Background: an optimization exercise with open tools, aiming at small area, a short achievable clock period and few clock cycles. Do not read the settings as production practice. Only simulation tests tie the RTL to the original design; equivalence was not proved. Power figures rest on the tool's default switching activity, not on a simulated workload.

## old
==> flow/design.v (excerpt) <==
module cidr_first_match_filter_core #(
   parameter int RULE_SLOTS = cfm_pkg::RULE_SLOTS_DEF
) (
   input  logic                         clock,
   input  logic                         reset,
   input  logic                         req_valid,
   output logic                         req_ready,
   input  logic                         req_op,
   input  logic [cfm_pkg::ADDR_W-1:0]   req_address,
   input  logic [cfm_pkg::IDX_W-1:0]    req_rule_index,
   input  logic [cfm_pkg::ADDR_W-1:0]   req_rule_network,
   input  logic [cfm_pkg::PREFIX_W-1:0] req_rule_prefix,
   input  logic                         req_rule_action,
   input  logic                         req_rule_enable,
   output logic                         rsp_valid,
   input  logic                         rsp_ready,
   output logic                         rsp_allow,
   output logic                         rsp_hit,
   output logic [cfm_pkg::IDX_W-1:0]    rsp_hit_index
);
For scale: roughly 2500 cells after synthesis, ~670 flip-flops, ~89 I/O pins, ~32000 um^2 of cells after synthesis.
Settings: LEC_CHECK=0, CAP_MARGIN=10, CORE_MARGIN=2, CORE_UTILIZATION=55, CTS_CLUSTER_DIAMETER=60, CTS_CLUSTER_SIZE=25, SETUP_SLACK_MARGIN=2.2, SLEW_MARGIN=10, DONT_USE_CELLS= sky130_fd_sc_hd__or4_1 sky130_fd_sc_hd__or4_2 sky130_fd_sc_hd__or4_4 sky130_fd_sc_hd__or4b_1 sky130_fd_sc_hd__or4b_2 sky130_fd_sc_hd__or4b_4 sky130_fd_sc_hd__or4bb_1 sky130_fd_sc_hd__or4bb_2 sky130_fd_sc_hd__or4bb_4 sky130_fd_sc_hd__or3_1 sky130_fd_sc_hd__or3_2 sky130_fd_sc_hd__or3_4 sky130_fd_sc_hd__or3b_1 sky130_fd_sc_hd__or3b_2 sky130_fd_sc_hd__or3b_4 sky130_fd_sc_hd__or2_0 sky130_fd_sc_hd__or2_1 sky130_fd_sc_hd__or2_2 sky130_fd_sc_hd__or2_4 sky130_fd_sc_hd__or2b_1 sky130_fd_sc_hd__or2b_2 sky130_fd_sc_hd__or2b_4 sky130_fd_sc_hd__and4_1 sky130_fd_sc_hd__and4_2 sky130_fd_sc_hd__and4_4 sky130_fd_sc_hd__and4b_1 sky130_fd_sc_hd__and4b_2 sky130_fd_sc_hd__and4b_4 sky130_fd_sc_hd__and4bb_1 sky130_fd_sc_hd__and4bb_2 sky130_fd_sc_hd__and4bb_4 sky130_fd_sc_hd__a2111oi_0 sky130_fd_sc_hd__o2111ai_1 sky130_fd_sc_hd__a2111o_1 sky130_fd_sc_hd__o2111a_1 sky130_fd_sc_hd__o311ai_0 sky130_fd_sc_hd__a311oi_1 sky130_fd_sc_hd__o41ai_1 sky130_fd_sc_hd__a41oi_1 sky130_fd_sc_hd__mux4_1 sky130_fd_sc_hd__mux4_2 sky130_fd_sc_hd__mux4_4 sky130_fd_sc_hd__mux2i_1 sky130_fd_sc_hd__mux2i_2 sky130_fd_sc_hd__mux2i_4 sky130_fd_sc_hd__a2111o_2 sky130_fd_sc_hd__a2111o_4 sky130_fd_sc_hd__o2111a_2 sky130_fd_sc_hd__o2111a_4; clock period 4.0 ns.
standard.sh (not shown) runs the stock make flow with config.mk's settings and CLKGATE_MAP_FILE= SYNTH_SCRIPT=/design/flow/synth_recipe.tcl, a recipe that flattens the netlist after the stock synthesis.
==> flow/flow/run.sh <==
#!/bin/bash
# The standard layout (standard.sh, ORFS synthesis to finish) with extra
# don't-use cells from flow/dont_use.mk added to the design config. Each ORFS
# step writes its own full log under orfs/logs/; make's own output goes to
# flow_make.log in the work folder.
set -euo pipefail
cat flow/dont_use.mk >> config.mk
bash standard.sh > flow_make.log 2>&1
==> flow/flow/dont_use.mk <==
# Slow OR/AND/MUX gates kept out of synthesis and repair: the deep reductions of
# the prefix match map onto NAND/NOR trees instead.
export DONT_USE_CELLS =  sky130_fd_sc_hd__or4_1 sky130_fd_sc_hd__or4_2 sky130_fd_sc_hd__or4_4 sky130_fd_sc_hd__or4b_1 sky130_fd_sc_hd__or4b_2 sky130_fd_sc_hd__or4b_4 sky130_fd_sc_hd__or4bb_1 sky130_fd_sc_hd__or4bb_2 sky130_fd_sc_hd__or4bb_4 sky130_fd_sc_hd__or3_1 sky130_fd_sc_hd__or3_2 sky130_fd_sc_hd__or3_4 sky130_fd_sc_hd__or3b_1 sky130_fd_sc_hd__or3b_2 sky130_fd_sc_hd__or3b_4 sky130_fd_sc_hd__or2_0 sky130_fd_sc_hd__or2_1 sky130_fd_sc_hd__or2_2 sky130_fd_sc_hd__or2_4 sky130_fd_sc_hd__or2b_1 sky130_fd_sc_hd__or2b_2 sky130_fd_sc_hd__or2b_4 sky130_fd_sc_hd__and4_1 sky130_fd_sc_hd__and4_2 sky130_fd_sc_hd__and4_4 sky130_fd_sc_hd__and4b_1 sky130_fd_sc_hd__and4b_2 sky130_fd_sc_hd__and4b_4 sky130_fd_sc_hd__and4bb_1 sky130_fd_sc_hd__and4bb_2 sky130_fd_sc_hd__and4bb_4 sky130_fd_sc_hd__a2111oi_0 sky130_fd_sc_hd__o2111ai_1 sky130_fd_sc_hd__a2111o_1 sky130_fd_sc_hd__o2111a_1 sky130_fd_sc_hd__o311ai_0 sky130_fd_sc_hd__a311oi_1 sky130_fd_sc_hd__o41ai_1 sky130_fd_sc_hd__a41oi_1 sky130_fd_sc_hd__mux4_1 sky130_fd_sc_hd__mux4_2 sky130_fd_sc_hd__mux4_4 sky130_fd_sc_hd__mux2i_1 sky130_fd_sc_hd__mux2i_2 sky130_fd_sc_hd__mux2i_4 sky130_fd_sc_hd__a2111o_2 sky130_fd_sc_hd__a2111o_4 sky130_fd_sc_hd__o2111a_2 sky130_fd_sc_hd__o2111a_4
Testbench counts of old, summed over its fixed seeds: cycles 12,144.
### old -> new
Settings: a change of SETUP_SLACK_MARGIN from 2.2 to 2.05; an added TNS_END_PERCENT of 0; a change of SLEW_MARGIN from 10 to 20; a change of CAP_MARGIN from 10 to 20.
--- outcome ---
Global routing met3 resource utilization: new vs old down 1.7 points. The run showing the greater fill cell total of the finished layout is new. In the reports for new and old, the larger worst hold slack belongs to new. Compared with old, new shows post-cts resize count that has gone down by more than half. Of the two values seen for critical path start-end classification, flop to output pin was produced by old and input port to flop by new. Delta(post-route minimum period, new - old) > 0. In new relative to old, total power after layout had gone down by a few percent. met1 track utilization from global routing ends up higher on old. Ratio of cells with drive above 1 in the final layout: new vs old down 12 points. Of new and old, new shows the lower routed wire length, with old above it. Looking at cell count along the critical path, new sits above old.

---

the baseline:
Another version of the RTL of cidr_first_match_filter_core (not shown whole).
Size: ~780 flip-flops, ~89 I/O pins.
Design cidr_first_match_filter_core, start of the top module:
module cidr_first_match_filter_core #(
   parameter int RULE_SLOTS = cfm_pkg::RULE_SLOTS_DEF
) (
   input  logic                         clock,
   input  logic                         reset,
   input  logic                         req_valid,
   output logic                         req_ready,
   input  logic                         req_op,
   input  logic [cfm_pkg::ADDR_W-1:0]   req_address,
   input  logic [cfm_pkg::IDX_W-1:0]    req_rule_index,
   input  logic [cfm_pkg::ADDR_W-1:0]   req_rule_network,
   input  logic [cfm_pkg::PREFIX_W-1:0] req_rule_prefix,
   input  logic                         req_rule_action,
   input  logic                         req_rule_enable,
   output logic                         rsp_valid,
   input  logic                         rsp_ready,
   output logic                         rsp_allow,
   output logic                         rsp_hit,
   output logic [cfm_pkg::IDX_W-1:0]    rsp_hit_index
);
==> flow/config.mk <==
export PLATFORM = sky130hd
export DESIGN_NAME = cidr_first_match_filter_core
export DESIGN_NICKNAME = cidr_first_match_filter_core
export VERILOG_FILES = /design/flow/design.v
export SDC_FILE = /design/flow/constraint.sdc
export NUM_CORES = 4
export LEC_CHECK = 0
export CAP_MARGIN = 20
export CORE_MARGIN = 2
export CORE_UTILIZATION = 40
export SLEW_MARGIN = 20
==> flow/constraint.sdc <==
create_clock -name core_clock -period 4.0 [get_ports {clock}]
set_input_delay 0.8000 -clock core_clock [delete_from_list [all_inputs] [get_ports {clock}]]
set_output_delay 0.8000 -clock core_clock [all_outputs]
set_load 0.01 [all_outputs]
run.sh (not shown) runs the stock make flow with config.mk's settings and CLKGATE_MAP_FILE= SYNTH_SCRIPT=/design/flow/synth_recipe.tcl, a recipe that flattens the netlist after the stock synthesis.
Stock flow here: none of the scripts above is used.
Testbench counts of the baseline, summed over its fixed seeds: cycles 12,152.
#### Input delta (the candidate over the baseline)
# the baseline
export LEC_CHECK = 0
export CAP_MARGIN = 20
export CORE_MARGIN = 2
export CORE_UTILIZATION = 40
export SLEW_MARGIN = 20
create_clock -name core_clock -period 4.0 [get_ports {clock}]
# the candidate
export LEC_CHECK = 0
export CAP_MARGIN = 20
export CORE_MARGIN = 2
export CORE_UTILIZATION = 55
export SETUP_SLACK_MARGIN = 1.8
export SLEW_MARGIN = 20
create_clock -name core_clock -period 4.0 [get_ports {clock}]
==> comparison <==
NOTE: portion of total power attributed to sequential cells in the candidate exceeds that of the baseline
[the candidate vs the baseline] post-CTS resize count: higher in the candidate
The candidate ended with more count of nets after finishing than the baseline.
Against the baseline, number of tap cells added at floorplan in the candidate fell by more than a quarter.
Compared with the baseline, the candidate shows a number of fill cells in the layout that is 2874 lower.

---

cidr_first_match_filter_core with an RTL version that a note above also has.
Size: ~2500 cells after synthesis, ~89 I/O pins, roughly 32000 um^2 of cells after synthesis.
==> flow/design.v (excerpt) <==
module cidr_first_match_filter_core #(
   parameter int RULE_SLOTS = cfm_pkg::RULE_SLOTS_DEF
) (
   input  logic                         clock,
   input  logic                         reset,
   input  logic                         req_valid,
   output logic                         req_ready,
   input  logic                         req_op,
   input  logic [cfm_pkg::ADDR_W-1:0]   req_address,
   input  logic [cfm_pkg::IDX_W-1:0]    req_rule_index,
   input  logic [cfm_pkg::ADDR_W-1:0]   req_rule_network,
   input  logic [cfm_pkg::PREFIX_W-1:0] req_rule_prefix,
   input  logic                         req_rule_action,
   input  logic                         req_rule_enable,
   output logic                         rsp_valid,
   input  logic                         rsp_ready,
   output logic                         rsp_allow,
   output logic                         rsp_hit,
   output logic [cfm_pkg::IDX_W-1:0]    rsp_hit_index
);
==> flow/config.mk <==
export PLATFORM = sky130hd
export DESIGN_NAME = cidr_first_match_filter_core
export DESIGN_NICKNAME = cidr_first_match_filter_core
export VERILOG_FILES = /design/flow/design.v
export SDC_FILE = /design/flow/constraint.sdc
export NUM_CORES = 4
export LEC_CHECK = 0
export CAP_MARGIN = 20
export CORE_MARGIN = 2
export CORE_UTILIZATION = 55
export CTS_CLUSTER_DIAMETER = 60
export CTS_CLUSTER_SIZE = 25
export SETUP_SLACK_MARGIN = 2.05
export SLEW_MARGIN = 20
# Slow non-inverting gates (OR, AND, AND-OR, OR-AND) and MUX4 kept out of
# synthesis and repair: the prefix match maps onto inverting NAND/NOR/AOI/OAI
# trees instead.
export DONT_USE_CELLS = sky130_fd_sc_hd__or4_1 sky130_fd_sc_hd__or4_2 sky130_fd_sc_hd__or4_4 sky130_fd_sc_hd__or4b_1 sky130_fd_sc_hd__or4b_2 sky130_fd_sc_hd__or4b_4 sky130_fd_sc_hd__or4bb_1 sky130_fd_sc_hd__or4bb_2 sky130_fd_sc_hd__or4bb_4 sky130_fd_sc_hd__or3_1 sky130_fd_sc_hd__or3_2 sky130_fd_sc_hd__or3_4 sky130_fd_sc_hd__or3b_1 sky130_fd_sc_hd__or3b_2 sky130_fd_sc_hd__or3b_4 sky130_fd_sc_hd__or2_0 sky130_fd_sc_hd__or2_1 sky130_fd_sc_hd__or2_2 sky130_fd_sc_hd__or2_4 sky130_fd_sc_hd__or2b_1 sky130_fd_sc_hd__or2b_2 sky130_fd_sc_hd__or2b_4 sky130_fd_sc_hd__and4_1 sky130_fd_sc_hd__and4_2 sky130_fd_sc_hd__and4_4 sky130_fd_sc_hd__and4b_1 sky130_fd_sc_hd__and4b_2 sky130_fd_sc_hd__and4b_4 sky130_fd_sc_hd__and4bb_1 sky130_fd_sc_hd__and4bb_2 sky130_fd_sc_hd__and4bb_4 sky130_fd_sc_hd__a2111oi_0 sky130_fd_sc_hd__o2111ai_1 sky130_fd_sc_hd__a2111o_1 sky130_fd_sc_hd__o2111a_1 sky130_fd_sc_hd__o311ai_0 sky130_fd_sc_hd__a311oi_1 sky130_fd_sc_hd__o41ai_1 sky130_fd_sc_hd__a41oi_1 sky130_fd_sc_hd__mux4_1 sky130_fd_sc_hd__mux4_2 sky130_fd_sc_hd__mux4_4 sky130_fd_sc_hd__mux2i_1 sky130_fd_sc_hd__mux2i_2 sky130_fd_sc_hd__mux2i_4 sky130_fd_sc_hd__a2111o_2 sky130_fd_sc_hd__a2111o_4 sky130_fd_sc_hd__o2111a_2 sky130_fd_sc_hd__o2111a_4 sky130_fd_sc_hd__a211o_1 sky130_fd_sc_hd__a211o_2 sky130_fd_sc_hd__a211o_4 sky130_fd_sc_hd__a21bo_1 sky130_fd_sc_hd__a21bo_2 sky130_fd_sc_hd__a21bo_4 sky130_fd_sc_hd__a21o_1 sky130_fd_sc_hd__a21o_2 sky130_fd_sc_hd__a21o_4 sky130_fd_sc_hd__a221o_1 sky130_fd_sc_hd__a221o_2 sky130_fd_sc_hd__a221o_4 sky130_fd_sc_hd__a22o_1 sky130_fd_sc_hd__a22o_2 sky130_fd_sc_hd__a22o_4 sky130_fd_sc_hd__a2bb2o_1 sky130_fd_sc_hd__a2bb2o_2 sky130_fd_sc_hd__a2bb2o_4 sky130_fd_sc_hd__a311o_1 sky130_fd_sc_hd__a311o_2 sky130_fd_sc_hd__a311o_4 sky130_fd_sc_hd__a31o_1 sky130_fd_sc_hd__a31o_2 sky130_fd_sc_hd__a31o_4 sky130_fd_sc_hd__a32o_1 sky130_fd_sc_hd__a32o_2 sky130_fd_sc_hd__a32o_4 sky130_fd_sc_hd__a41o_1 sky130_fd_sc_hd__a41o_2 sky130_fd_sc_hd__a41o_4 sky130_fd_sc_hd__and2_0 sky130_fd_sc_hd__and2_1 sky130_fd_sc_hd__and2_2 sky130_fd_sc_hd__and2_4 sky130_fd_sc_hd__and2b_1 sky130_fd_sc_hd__and2b_2 sky130_fd_sc_hd__and2b_4 sky130_fd_sc_hd__and3_1 sky130_fd_sc_hd__and3_2 sky130_fd_sc_hd__and3_4 sky130_fd_sc_hd__and3b_1 sky130_fd_sc_hd__and3b_2 sky130_fd_sc_hd__and3b_4 sky130_fd_sc_hd__o211a_1 sky130_fd_sc_hd__o211a_2 sky130_fd_sc_hd__o211a_4 sky130_fd_sc_hd__o21a_1 sky130_fd_sc_hd__o21a_2 sky130_fd_sc_hd__o21a_4 sky130_fd_sc_hd__o21ba_1 sky130_fd_sc_hd__o21ba_2 sky130_fd_sc_hd__o21ba_4 sky130_fd_sc_hd__o221a_1 sky130_fd_sc_hd__o221a_2 sky130_fd_sc_hd__o221a_4 sky130_fd_sc_hd__o22a_1 sky130_fd_sc_hd__o22a_2 sky130_fd_sc_hd__o22a_4 sky130_fd_sc_hd__o2bb2a_1 sky130_fd_sc_hd__o2bb2a_2 sky130_fd_sc_hd__o2bb2a_4 sky130_fd_sc_hd__o311a_1 sky130_fd_sc_hd__o311a_2 sky130_fd_sc_hd__o311a_4 sky130_fd_sc_hd__o31a_1 sky130_fd_sc_hd__o31a_2 sky130_fd_sc_hd__o31a_4 sky130_fd_sc_hd__o32a_1 sky130_fd_sc_hd__o32a_2 sky130_fd_sc_hd__o32a_4 sky130_fd_sc_hd__o41a_1 sky130_fd_sc_hd__o41a_2 sky130_fd_sc_hd__o41a_4
==> flow/constraint.sdc <==
create_clock -name core_clock -period 4.0 [get_ports {clock}]
set_input_delay 0.8000 -clock core_clock [delete_from_list [all_inputs] [get_ports {clock}]]
set_output_delay 0.8000 -clock core_clock [all_outputs]
set_load 0.01 [all_outputs]
standard.sh (not shown) runs the stock make flow with config.mk's settings and CLKGATE_MAP_FILE= SYNTH_SCRIPT=/design/flow/synth_recipe.tcl, a recipe that flattens the netlist after the stock synthesis.
Scripts as last shown in full above: flow/flow/run.sh
Other scripts of this flow, unchanged in this note and not shown: flow/flow/dont_use.mk
Testbench counts at the start, summed over its fixed seeds: cycles 12,144.
Rerun with:
Settings changed: SETUP_SLACK_MARGIN 2.05 to 2.3, TNS_END_PERCENT from default to 0.
Combinational power drops by about 8%.
Wire length went down by 0.34%.
First-iteration DRC count decreases by 17%.
Count of clock-buffer cells in the layout shrinks by 1.
Worst setup slack is worse by 0.021 ns.
Synthesized area stays the same.

==> separate check: timing with driven ports <==
In the flow no input, the clock included, has a driving cell. The finished layouts below were timed again as built, in two steps.
Step 1: set_driving_cell puts a clkbuf_16 on clock and a buf_2 on each other input, an assumption about the parent block.
Step 2 also shifts input and output timing later by t, the mid clock arrival at the registers, as if the neighbouring blocks saw the same clock.
a / b / c = ideal ports / drivers / drivers and shift; a / b = the first two.
run | t, ns | setup slack, ns | worst setup path after step 2 | latest minus earliest clock arrival (ns)
old | 0.699 | 1.948 / 1.882 / 1.346 | input to register | 0.043 / 0.043
new | 0.674 | 1.852 / 1.842 / 1.225 | input to register | 0.031 / 0.032
the baseline | 0.703 | 1.105 / 1.105 / 1.105 | register to register | 0.026 / 0.026
the candidate | 0.694 | 1.795 / 1.795 / 1.256 | input to register | 0.018 / 0.018
the first run of note 3 | 0.694 | 1.865 / 1.892 / 1.212 | input to register | 0.025 / 0.025
the second run of note 3 | 0.672 | 1.843 / 1.874 / 1.202 | input to register | 0.020 / 0.020
After both steps every run listed still meets setup and hold. For the first run of note 3, which loses most, drivers alone change the setup slack by +0.027 ns; drivers and shift together by -0.653 ns.
